Context: an optimization exercise on an open-source flow, tuned for small area, a short achievable clock period and few clock cycles per item. The choices shown serve that exercise and are no tape-out recipe. Function was checked by simulation only, so behaviour that the tests miss may differ from the original. Power and IR drop assume default switching activity.

## lane 1
// bicubic_resampler
module bicubic_resampler #(
    parameter int LEN_W = bicubic_pkg::LEN_W
) (
    input  wire logic              CLK,
    input  wire logic              RST,
    input  wire logic              start_i,
    input  wire logic [LEN_W-1:0]  src_len_i,
    input  wire logic [LEN_W-1:0]  dst_len_i,
    input  wire logic              src_valid_i,
    input  wire bicubic_pkg::pix_t src_pix_i,
    output logic                   src_ready_o,
    output logic                   out_valid_o,
    output bicubic_pkg::pix_t      out_pix_o,
    input  wire logic              out_ready_i,
    output logic                   done_o
);
    localparam int QN = 7;   
    logic             busy;        
    logic             done_r;
    logic [LEN_W-1:0] den;         
    logic [LEN_W-1:0] src_left;    
    logic             sl_nz;       
    logic [7:0]       nb;          
    logic [9:0]       nb3;         
    logic             nbv;         
    logic             srdy;        
    logic [LEN_W-1:0] out_left;    
    logic             ol_nz;       
    logic             k8;          
    logic             loaded;      
    logic             filling;     
    logic [1:0]       fsh;         
    logic             out0;        
    logic             prep;        
    logic [QN-1:0]    oc;          
    logic [1:0]       dcnt;        
    logic             ddone;       
    logic [7:0]       kq;          
    logic [LEN_W-1:0] rr;          
    logic [7:0]       xr;          
    logic [7:0]       xn;          
    logic [LEN_W-1:0] en;          
    logic             sh;          
    logic [7:0]         p1, p2, p3;
    logic signed [10:0] ca;
    logic signed [9:0]  cs;        
    logic signed [8:0]  cc;
    logic signed [10:0] pa;        
  ...
Size in the first run: roughly 38 I/O pins, ~0.027 mm^2 of cells after synthesis.
clock: 10.0 ns
lec_check: 0
abc_clock_period_in_ps: 4000
cap_margin: 20
core_margin: 2
core_utilization: 55
cts_cluster_diameter: 100
cts_cluster_size: 22
place_density: 0.8
setup_slack_margin: 5
slew_margin: 20
synth_hierarchical: 1
standard.sh (not shown) runs the stock make flow with config.mk's settings and CLKGATE_MAP_FILE= SYNTH_SCRIPT=/design/flow/synth_recipe.tcl, a recipe that flattens the netlist after the stock synthesis.
==> flow/flow/run.sh <==
#!/bin/bash
set -euo pipefail
sed 's/ SETUP_SLACK_MARGIN=[0-9.]* / SETUP_SLACK_MARGIN=6.6 /' standard.sh > standard_margin.sh
grep -q 'SETUP_SLACK_MARGIN=6.6' standard_margin.sh
bash standard_margin.sh > standard.log 2>&1
Testbench counts of lane 1, summed over its fixed seeds: cycles 18,916, items 16,987.
[inputs] lane 2 vs lane 1
Settings: PLACE_DENSITY changed from 0.8 to 0.75; CTS_CLUSTER_SIZE changed from 22 to 30.
[summary]
- Lane 2: done, clean on timing, DRC and antenna
- Relative to lane 1, the total wirelength of the detailed-routed design of lane 2 is lower by about 2.7%.
- Re instance count on the critical path: lane 1 and lane 2 aren't equal, and the higher value belongs to lane 2.
- The sequential share of cell area on lane 1 is in line with that on lane 2.
- Lane 1 → lane 2: power share of the sequential group about even, final area has remained practically unchanged.
Here is what was changed in the inputs of lane 3 compared with lane 2.
Settings: CTS_CLUSTER_DIAMETER no longer set, was 100; PLACE_DENSITY now 0.85, was 0.75; CTS_CLUSTER_SIZE no longer set, was 30.
Results
- | instance area after placement | lane 3 vs lane 2 | ≈ equal |
- Lane 3 vs lane 2, number of clock buffers in the layout went up by 36.
- For lane 2, the top layer used by detailed routing was met4, unlike lane 3, where it was met5.
- Against lane 2 as the reference, lane 3 delivers a lower worst setup slack.
- Time the final worst path needs with I/O delays and setup (lower): lane 2
- Final HPWL from detailed placement (lane 3 vs. lane 2) increases by a few percent
- Lane 3 vs. lane 2: clock network area share moved up, worst slack on hold paths moved down, number of buffers created by CTS moved up.
Changes in lane 4 relative to lane 3:
Settings: an added CTS_CLUSTER_SIZE of 26; a change of PLACE_DENSITY from 0.85 to 0.75; an added CTS_CLUSTER_DIAMETER of 100.
--- outcome ---
- Delta(worst reg2reg path depth, lane 4 - lane 3) < 0
- The pin slew with the least headroom to its limit number comes out higher for lane 3 vs lane 4.
- Lane 4: all stages complete, timing, DRC and antenna checks passed
- Lane 3 → lane 4: share of the clock period used by the worst path after layout rose 0.18 points, worst hold slack rose 0.0063 ns.


job 3621:
Starting RTL as in the previous note.
// bicubic_resampler
module bicubic_resampler #(
    parameter int LEN_W = bicubic_pkg::LEN_W
) (
    input  wire logic              CLK,
    input  wire logic              RST,
    input  wire logic              start_i,
    input  wire logic [LEN_W-1:0]  src_len_i,
    input  wire logic [LEN_W-1:0]  dst_len_i,
    input  wire logic              src_valid_i,
    input  wire bicubic_pkg::pix_t src_pix_i,
    output logic                   src_ready_o,
    output logic                   out_valid_o,
    output bicubic_pkg::pix_t      out_pix_o,
    input  wire logic              out_ready_i,
    output logic                   done_o
);
    localparam int QN = 7;   
    logic             busy;        
    logic             done_r;
    logic [LEN_W-1:0] den;         
    logic [LEN_W-1:0] src_left;    
    logic             sl_nz;       
    logic [7:0]       nb;          
    logic [9:0]       nb3;         
    logic             nbv;         
    logic             srdy;        
    logic [LEN_W-1:0] out_left;    
    logic             ol_nz;       
    logic             k8;          
  ...
==> flow/config.mk <==
export PLATFORM = sky130hd
export DESIGN_NAME = bicubic_resampler
export DESIGN_NICKNAME = bicubic_resampler
export VERILOG_FILES = /design/flow/design.v
export SDC_FILE = /design/flow/constraint.sdc
export NUM_CORES = 4
export LEC_CHECK = 0
export ABC_CLOCK_PERIOD_IN_PS = 4000
export CAP_MARGIN = 20
export CORE_MARGIN = 2
export CORE_UTILIZATION = 55
export PLACE_DENSITY = 0.75
export SETUP_SLACK_MARGIN = 5
export SLEW_MARGIN = 20
export SYNTH_HIERARCHICAL = 1
==> flow/constraint.sdc <==
create_clock -name core_clock -period 10.0 [get_ports {CLK}]
set_input_delay 2.0000 -clock core_clock [delete_from_list [all_inputs] [get_ports {CLK}]]
set_output_delay 2.0000 -clock core_clock [all_outputs]
set_load 0.01 [all_outputs]
==> flow/flow/run.sh <==
#!/bin/bash
set -euo pipefail
sed 's/ SETUP_SLACK_MARGIN=[0-9.]* / SETUP_SLACK_MARGIN=6.5 /' standard.sh > standard_margin.sh
grep -q 'SETUP_SLACK_MARGIN=6.5' standard_margin.sh
bash standard_margin.sh > standard.log 2>&1
Testbench counts of job 3621, summed over its fixed seeds: cycles 18,916, items 16,987.
Relative to job 3621, the following input files were edited for job 1876:
Settings: changing CAP_MARGIN from 20 to 10; changing SLEW_MARGIN from 20 to 10.
==> flow/flow/run.sh <==
#!/bin/bash
set -euo pipefail
sed 's/ SETUP_SLACK_MARGIN=[0-9.]* / SETUP_SLACK_MARGIN=6.6 /' standard.sh > standard_margin.sh
grep -q 'SETUP_SLACK_MARGIN=6.6' standard_margin.sh
bash standard_margin.sh > standard.log 2>&1
Results
Job 1876 finished all stages; the layout is clean. On job 1876: fraction of standard cell area in multi-input logic is 0.17 points lower than what job 3621 gave. Fraction of the cycle the final worst path needs: lower on job 1876. Re switching component of the power: job 3621 and job 1876 aren't equal, and the lower value belongs to job 3621. [job 1876 vs job 3621] critical path depth: higher in job 1876. Summary of job 1876 over job 3621: worst-case headroom to the max-slew limit shows an increase of 3.0 points, estimated wirelength of the detail-placed design shows a reduction of 510 µm. The fraction of power consumed by the clock network of job 1876 and that of job 3621 are within noise of each other. The classification of the worst setup path comes out register to primary output in one run and register to register in the other, namely in job 3621 and job 1876 respectively. Delta(maximum net fanout on the critical path, job 1876 - job 3621) > 0.
Input changes introduced in job 571 (baseline for comparison: job 1876):
Settings: setting TNS_END_PERCENT to 30 for the first time; changing CAP_MARGIN from 10 to 20; setting CTS_CLUSTER_SIZE to 22 for the first time; setting CTS_CLUSTER_DIAMETER to 100 for the first time; changing SLEW_MARGIN from 10 to 20.
Findings:
Compared with job 1876, global-route wire length before repair in job 571 decreased by a few percent.
xn[7] as the capturing element of the worst setup path was reported by job 1876, and src_ready_o by job 571.
Going from job 1876 to job 571, total instance count after detailed placement was more or less identical, reported combinational group power shows an increase of about 1%, sequential share of layout area +1.0 points, cell count went down 1.3%, wire length the detailed router placed on met1 went down 540 µm.
Post-route cell area, job 571 and job 1876: larger value in job 1876
Row logic gate share of total power: job 571 higher / job 1876 lower
On register-to-register slack, job 571 and job 1876 are basically level.


## amber
bicubic_resampler again, from the RTL that the note above started with.
## bicubic_resampler
module bicubic_resampler #(
    parameter int LEN_W = bicubic_pkg::LEN_W
) (
    input  wire logic              CLK,
    input  wire logic              RST,
    input  wire logic              start_i,
    input  wire logic [LEN_W-1:0]  src_len_i,
    input  wire logic [LEN_W-1:0]  dst_len_i,
    input  wire logic              src_valid_i,
    input  wire bicubic_pkg::pix_t src_pix_i,
    output logic                   src_ready_o,
    output logic                   out_valid_o,
    output bicubic_pkg::pix_t      out_pix_o,
    input  wire logic              out_ready_i,
    output logic                   done_o
);
    localparam int QN = 7;   
    logic             busy;        
    logic             done_r;
    logic [LEN_W-1:0] den;         
    logic [LEN_W-1:0] src_left;    
    logic             sl_nz;       
    logic [7:0]       nb;          
    logic [9:0]       nb3;         
    logic             nbv;         
    logic             srdy;        
    logic [LEN_W-1:0] out_left;    
    logic             ol_nz;       
    logic             k8;          
    logic             loaded;      
    logic             filling;     
    logic [1:0]       fsh;         
    logic             out0;        
    logic             prep;        
    logic [QN-1:0]    oc;          
    logic [1:0]       dcnt;        
    logic             ddone;       
    logic [7:0]       kq;          
    logic [LEN_W-1:0] rr;          
    logic [7:0]       xr;          
    logic [7:0]       xn;          
    logic [LEN_W-1:0] en;          
    logic             sh;          
    logic [7:0]         p1, p2, p3;
    logic signed [10:0] ca;
    logic signed [9:0]  cs;        
    logic signed [8:0]  cc;
  ...
==> flow/config.mk <==
export PLATFORM = sky130hd
export DESIGN_NAME = bicubic_resampler
export DESIGN_NICKNAME = bicubic_resampler
export VERILOG_FILES = /design/flow/design.v
export SDC_FILE = /design/flow/constraint.sdc
export NUM_CORES = 4
export LEC_CHECK = 0
export ABC_CLOCK_PERIOD_IN_PS = 4000
export CAP_MARGIN = 20
export CORE_MARGIN = 2
export CORE_UTILIZATION = 55
export PLACE_DENSITY = 0.75
export SETUP_SLACK_MARGIN = 5
export SLEW_MARGIN = 20
export SYNTH_HIERARCHICAL = 1
==> flow/constraint.sdc <==
create_clock -name core_clock -period 10.0 [get_ports {CLK}]
set_input_delay 2.0000 -clock core_clock [delete_from_list [all_inputs] [get_ports {CLK}]]
set_output_delay 2.0000 -clock core_clock [all_outputs]
set_load 0.01 [all_outputs]
==> flow/flow/run.sh <==
#!/bin/bash
set -euo pipefail
sed 's/ SETUP_SLACK_MARGIN=[0-9.]* / SETUP_SLACK_MARGIN=6.6 /' standard.sh > standard_margin.sh
grep -q 'SETUP_SLACK_MARGIN=6.6' standard_margin.sh
bash standard_margin.sh > standard.log 2>&1
amber | status: complete | timing, DRC, antenna: pass
Testbench counts of amber, summed over its fixed seeds: cycles 18,916, items 16,987.
Modified inputs, quartz compared to amber
-- flow/config.mk --
<<< amber, line 10
export CORE_MARGIN = 2
export CORE_UTILIZATION = 55
export PLACE_DENSITY = 0.75
export SETUP_SLACK_MARGIN = 5
export SLEW_MARGIN = 20
>>> quartz, line 10
export CORE_MARGIN = 2
export CORE_UTILIZATION = 55
export SETUP_SLACK_MARGIN = 5
export SLEW_MARGIN = 20
Results
quartz vs. amber: met2 usage in global routing rose by 3.3 points; power stayed essentially flat; transition time at the pin with the least slew margin fell by 11 ps; count of plain and timing-repair buffers rose by 3. quartz and amber ended up with roughly the same post-route cell area. Diff amber -> quartz: layout overhead on the synthesized area picked up an extra 0.33 points; post-route clock period utilization picked up an extra 0.57 points. For quartz, the origin of the worst setup path was start_i, unlike amber, where it was den[3]. quartz finished end to end and its layout was clean on timing, DRC and antenna. Between amber and quartz, the multi-input logic portion of the cell area does not differ in any meaningful way. Any difference in worst hold margin between amber and quartz is small enough to ignore.
Input changes introduced in juniper (baseline for comparison: quartz):
-- flow/config.mk --
<<< quartz, line 10
export CORE_MARGIN = 2
export CORE_UTILIZATION = 55
export SETUP_SLACK_MARGIN = 5
export SLEW_MARGIN = 20
>>> juniper, line 10
export CORE_MARGIN = 2
export CORE_UTILIZATION = 55
export GPL_ROUTABILITY_DRIVEN = 0
export PLACE_DENSITY = 0.75
export SETUP_SLACK_MARGIN = 5
export SLEW_MARGIN = 20
## What came out
Diff juniper..quartz | number of nets in the final layout | negligible. juniper ends up with a global-route usage that is 1.3 points lower than in quartz. Taking quartz as the reference, in juniper final clock period utilization by the worst path neither gained nor lost much, layout overhead on the synthesized area lost 0.51 points, amount of wire on met3 after detailed routing picked up an extra 52%. Going from quartz to juniper, transition time at the pin with the least slew margin shrinks by 23 ps. From quartz to juniper the numbers moved as follows: overall routed net length dropped about 4%, net switching power climbed about 1.5%.

port drivers added, routing unchanged:
Ports are ideal in the flow. The routed layouts listed here were re-timed in OpenROAD.
Step 1 (the two cells are an assumption about what drives the block):
set clk [get_ports {CLK}]
set_driving_cell -lib_cell sky130_fd_sc_hd__clkbuf_16 $clk
set_driving_cell -lib_cell sky130_fd_sc_hd__buf_2 [delete_from_list [all_inputs] $clk]
Step 2 moves the port delays by t, midway between the first and last clock arrival at a register: inputs arrive t later, outputs are due t later. That takes back most of the time a late clock gives input paths.
Slacks: no drivers / after step 1 / after step 2; pairs: no drivers / after step 1.
| run | t, ns | setup slack, ns | hold WS [ns] | worst setup path after step 2 | worst register clock-pin slew, ns |
|---|---|---|---|---|---|
| lane 1 | 0.600 | 6.606 / 6.618 / 6.031 | 0.317 / 0.317 / 0.317 | input to register | 0.10 / 0.10 |
| lane 2 | 0.607 | 6.649 / 6.649 / 6.104 | 0.328 / 0.328 / 0.328 | input to register | 0.12 / 0.12 |
| lane 3 | 0.616 | 6.624 / 6.656 / 6.042 | 0.317 / 0.317 / 0.317 | input to register | 0.06 / 0.06 |
| lane 4 | 0.601 | 6.606 / 6.606 / 6.082 | 0.323 / 0.323 / 0.323 | input to register | 0.11 / 0.11 |
| job 3621 | 0.621 | 6.544 / 6.490 / 5.978 | 0.315 / 0.315 / 0.315 | input to register | 0.07 / 0.07 |
| job 1876 | 0.641 | 6.632 / 6.632 / 6.053 | 0.322 / 0.322 / 0.322 | input to register | 0.07 / 0.07 |
| job 571 | 0.619 | 6.500 / 6.441 / 6.043 | 0.328 / 0.328 / 0.328 | input to register | 0.10 / 0.10 |
| amber | 0.617 | 6.650 / 6.650 / 6.083 | 0.321 / 0.321 / 0.321 | input to register | 0.07 / 0.07 |
| quartz | 0.626 | 6.593 / 6.628 / 6.002 | 0.322 / 0.322 / 0.322 | input to register | 0.06 / 0.06 |
| juniper | 0.621 | 6.594 / 6.594 / 6.023 | 0.317 / 0.317 / 0.317 | input to register | 0.06 / 0.06 |
After both steps every run listed still meets setup and hold. The setup slack of quartz, which loses most, moves by +0.035 ns with the drivers and by -0.591 ns with both steps.
